Context: an optimization exercise on an open-source flow, tuned for small area, a short achievable clock period and few clock cycles per item. The choices shown serve that exercise and are no tape-out recipe.

==> inputs of wip/yarrow <==
==> flow/design.v (excerpt) <==
module dsdmnist_requant #(
    parameter  int unsigned ACC_W = dsdmnist_pkg::ACC_W,
    parameter  int unsigned K_W   = dsdmnist_pkg::K_W,
    parameter  int unsigned FRAC  = dsdmnist_pkg::FRAC,
    parameter  int unsigned OUT_W = dsdmnist_pkg::OUT_W,
    parameter  int unsigned NCH   = dsdmnist_pkg::NCH,
    localparam int unsigned CH_W  = $clog2(NCH)
) (
    input  logic                    i_CLK,
    input  logic                    i_RST_n,
    input  logic                    i_K_WR,
    input  logic [CH_W-1:0]         i_K_ADDR,
    input  logic [K_W-1:0]          i_K_DATA,
    input  logic                    i_RELU_EN,
    input  logic                    i_SIGNED_OUT,
    input  logic                    i_VALID,
    output logic                    o_READY,
    input  logic signed [ACC_W-1:0] i_ACC,
    input  logic [CH_W-1:0]         i_CH,
    output logic                    o_VALID,
    input  logic                    i_READY,
    output logic [OUT_W-1:0]        o_RESULT,
    output logic                    o_SAT
);
make LEC_CHECK=0 CAP_MARGIN=20 CORE_MARGIN=2 CORE_UTILIZATION=40 SLEW_MARGIN=20 finish   # period 10.0 ns
run.sh (not shown) runs the stock make flow with config.mk's settings and CLKGATE_MAP_FILE= SYNTH_SCRIPT=/design/flow/synth_recipe.tcl, a recipe that flattens the netlist after the stock synthesis.
==> inputs of wip/cedar, as changes to wip/yarrow <==
--- a/flow/design.v
+++ b/flow/design.v
@@ -63,15 +63,15 @@
     input  logic                    i_READY,
     output logic [OUT_W-1:0]        o_RESULT,
     output logic                    o_SAT
 );
     localparam int unsigned PW = 58;    
     localparam int unsigned ND = 13;    
     localparam int unsigned RW = 34;    
-    localparam int unsigned NF = 5;     
+    localparam int unsigned NF = 4;     
     logic rdy_q, acc_c;
     assign acc_c   = i_VALID & rdy_q;
     assign o_READY = rdy_q;
     logic [K_W-1:0] k_c;
     logic           kv_c;
     dsdmnist_ktable #(.K_W(K_W), .NCH(NCH)) u_ktable (
         .clk_i     (i_CLK),
@@ -1681,36 +1681,26 @@
     logic hs38, hc38;
     assign hs38 = c56_0 ^ c56_1;
     assign hc38 = c56_0 & c56_1;
     logic [PW-1:0] ra_c, rb_c, s_c;
     assign ra_c = {hc38, hs38, hc37, fc356, hc36, fc355, fc354, fc353, fc352, fc351, fc350, fc349, fc348, fc347, fc346, fc345, fc344, fc343, fc342, fc341, fc340, fc339, fc338, fc337, fc336, fc335, fc334, fc333, fc332, fc331, fc330, fc329, fc328, fc327, fc326, fc325, fc324, fc323, fc322, fc321, fc320, fc319, fc318, fc317, hc35, hc34, hc33, hc32, hc31, hc30, hc29, hc28, hs28, c4_0, c3_0, c2_0, c1_0, c0_0};
     assign rb_c = {c57_0, 1'b1, c55_0, hs37, fs356, hs36, fs355, fs354, fs353, fs352, fs351, fs350, fs349, fs348, fs347, fs346, fs345, fs344, fs343, fs342, fs341, fs340, fs339, fs338, fs337, fs336, fs335, fs334, fs333, fs332, fs331, fs330, fs329, fs328, fs327, fs326, fs325, fs324, fs323, fs322, fs321, fs320, fs319, fs318, fs317, hs35, hs34, hs33, hs32, hs31, hs30, hs29, c5_2, 1'b0, 1'b0, 1'b0, 1'b0, c0_1};
     assign s_c  = ra_c + rb_c;
-    logic              v3_q, sgn3_q;
-    logic [PW-1:32]    s3_q;
-    always_ff @(posedge i_CLK or negedge i_RST_n) begin
-        if (!i_RST_n) v3_q <= 1'b0;
-        else          v3_q <= v2_q;
-    end
-    always_ff @(posedge i_CLK) begin
-        sgn3_q <= sgn2_q;
-        s3_q   <= s_c[PW-1:32];
-    end
     logic             ok_c, sat_c;
     logic [OUT_W-1:0] res_c;
     always_comb begin
-        if (sgn3_q) begin
-            ok_c  = (s3_q[PW-1:39] == '0) | (s3_q[PW-1:39] == '1);
-            res_c = s3_q[PW-1] ? 8'h80 : 8'h7f;
+        if (sgn2_q) begin
+            ok_c  = (s_c[PW-1:39] == '0) | (s_c[PW-1:39] == '1);
+            res_c = s_c[PW-1] ? 8'h80 : 8'h7f;
         end else begin
-            ok_c  = (s3_q[PW-1:40] == '0);
-            res_c = s3_q[PW-1] ? 8'h00 : 8'hff;
+            ok_c  = (s_c[PW-1:40] == '0);
+            res_c = s_c[PW-1] ? 8'h00 : 8'hff;
         end
         sat_c = ~ok_c;
-        if (ok_c) res_c = s3_q[39:32];
+        if (ok_c) res_c = s_c[39:32];
     end
     localparam int unsigned FD = NF - 1;
     localparam int unsigned PB = (FD > 1) ? $clog2(FD) : 1;
     localparam int unsigned CB = $clog2(NF + 1);
     logic [OUT_W:0] fifo_q [FD];
     logic [PB-1:0]  rp_q, wp_q;
     logic [CB-1:0]  fc_q, cnt_q, cnt_n;
@@ -1718,26 +1708,26 @@
     logic [OUT_W-1:0] ores_q;
     logic           osat_q;
     logic           pop_c, load_c, fempty_c, fwr_c, frd_c;
     assign pop_c    = ov_q & i_READY;
     assign load_c   = ~ov_q | i_READY;
     assign fempty_c = (fc_q == 0);
     assign frd_c    = load_c & ~fempty_c;
-    assign fwr_c    = v3_q & ~(load_c & fempty_c);
+    assign fwr_c    = v2_q & ~(load_c & fempty_c);
     assign cnt_n    = cnt_q + CB'(acc_c) - CB'(pop_c);
     always_ff @(posedge i_CLK or negedge i_RST_n) begin
         if (!i_RST_n) begin
             ov_q  <= 1'b0;
             rp_q  <= '0;
             wp_q  <= '0;
             fc_q  <= '0;
             cnt_q <= '0;
             rdy_q <= 1'b0;
         end else begin
-            if (load_c) ov_q <= ~fempty_c | v3_q;
+            if (load_c) ov_q <= ~fempty_c | v2_q;
             if (frd_c) rp_q <= (rp_q == PB'(FD - 1)) ? '0 : rp_q + 1'b1;
             if (fwr_c) wp_q <= (wp_q == PB'(FD - 1)) ? '0 : wp_q + 1'b1;
             fc_q  <= fc_q + CB'(fwr_c) - CB'(frd_c);
             cnt_q <= cnt_n;
             rdy_q <= (cnt_n < CB'(NF));
         end
     end
==> run_results.csv <==
group,metric,value,unit
status,outcome,"no timing/DRC/antenna violations",
final_layout,utilization,45.2,%
floorplanning,die_h,353,um
final_layout,final_nets,4119,
critical_path,cp_max_fo,57,
floorplanning,core,120000,sq um
route,drt-wirelength-per-cell,24.8,um
final_layout,num-multi-input-gates,2027,
place,dpl_cell_area,51100,sq um
critical_path,r2r_end,"s3_q[51]",
critical_path,critPathArrivalTime,5180,ps
floorplanning,die_area,124000,sq um
place,place_ws,4500,ps
route,drt_first_pass_iters,8,
global_route,grt_max_degree,77,
final_layout,seq_share,43.2,%
synthesis,synth-simple-area-share,2.68,%
global_route,met2_usage,33.9,%
final_layout,multi_input_area,22600,sq um
place,hpwl,77200,um
the above is filed under wip/yarrow

==> run_results.csv <==
group,metric,value,unit
status,outcome,"no timing/DRC/antenna violations",
critical_path,r2r_end,"fifo_q[1][1]",
critical_path,critPathKind,"reg -> reg",
route,drt-wirelength-per-cell,25.4,um
final_layout,num-multi-input-gates,2158,
floorplanning,die_h,352,um
final_layout,final_nets,4189,
route,drt_first_pass_iters,7,
final_layout,utilization,44.9,%
global_route,met2_usage,34.2,%
critical_path,path_buf_inv,2,
place,place_ws,4200,ps
synthesis,synthMuxAreaShare,8.39,%
floorplanning,die_area,124000,sq um
synthesis,synth-simple-area-share,3.92,%
floorplanning,core,120000,sq um
final_layout,multi_input_area,23200,sq um
critical_path,critPathArrivalTime,6330,ps
the above is filed under wip/cedar

No run of this note included a check of the RTL's function; only the layout flow was run.

port drivers added, routing unchanged:
The flow's constraints put no driver on any port. The routed layouts listed below were extracted and timed again, unchanged, in two steps.
Step 1 assumes that a clkbuf_16 drives the clock port and a buf_2 every other input.
Step 2 moves the port delays by t, midway between the first and last clock arrival at a register: inputs arrive t later, outputs are due t later. That takes back most of the time a late clock gives input paths.
Slacks: ideal / step 1 / step 2; pairs: ideal / step 1.
run	t, ns	setup slack, ns	worst hold slack (ns)	slew at the worst register clock pin (ns)
wip/yarrow	0.763	5.399 / 5.427 / 4.664	0.331 / 0.331 / 0.331	0.07 / 0.07
wip/cedar	0.759	4.160 / 4.160 / 4.160	0.339 / 0.339 / 0.339	0.07 / 0.07
After both steps setup and hold are still met in every run listed. For wip/yarrow, which loses most, drivers alone change the setup slack by +0.028 ns; drivers and shift together by -0.735 ns.
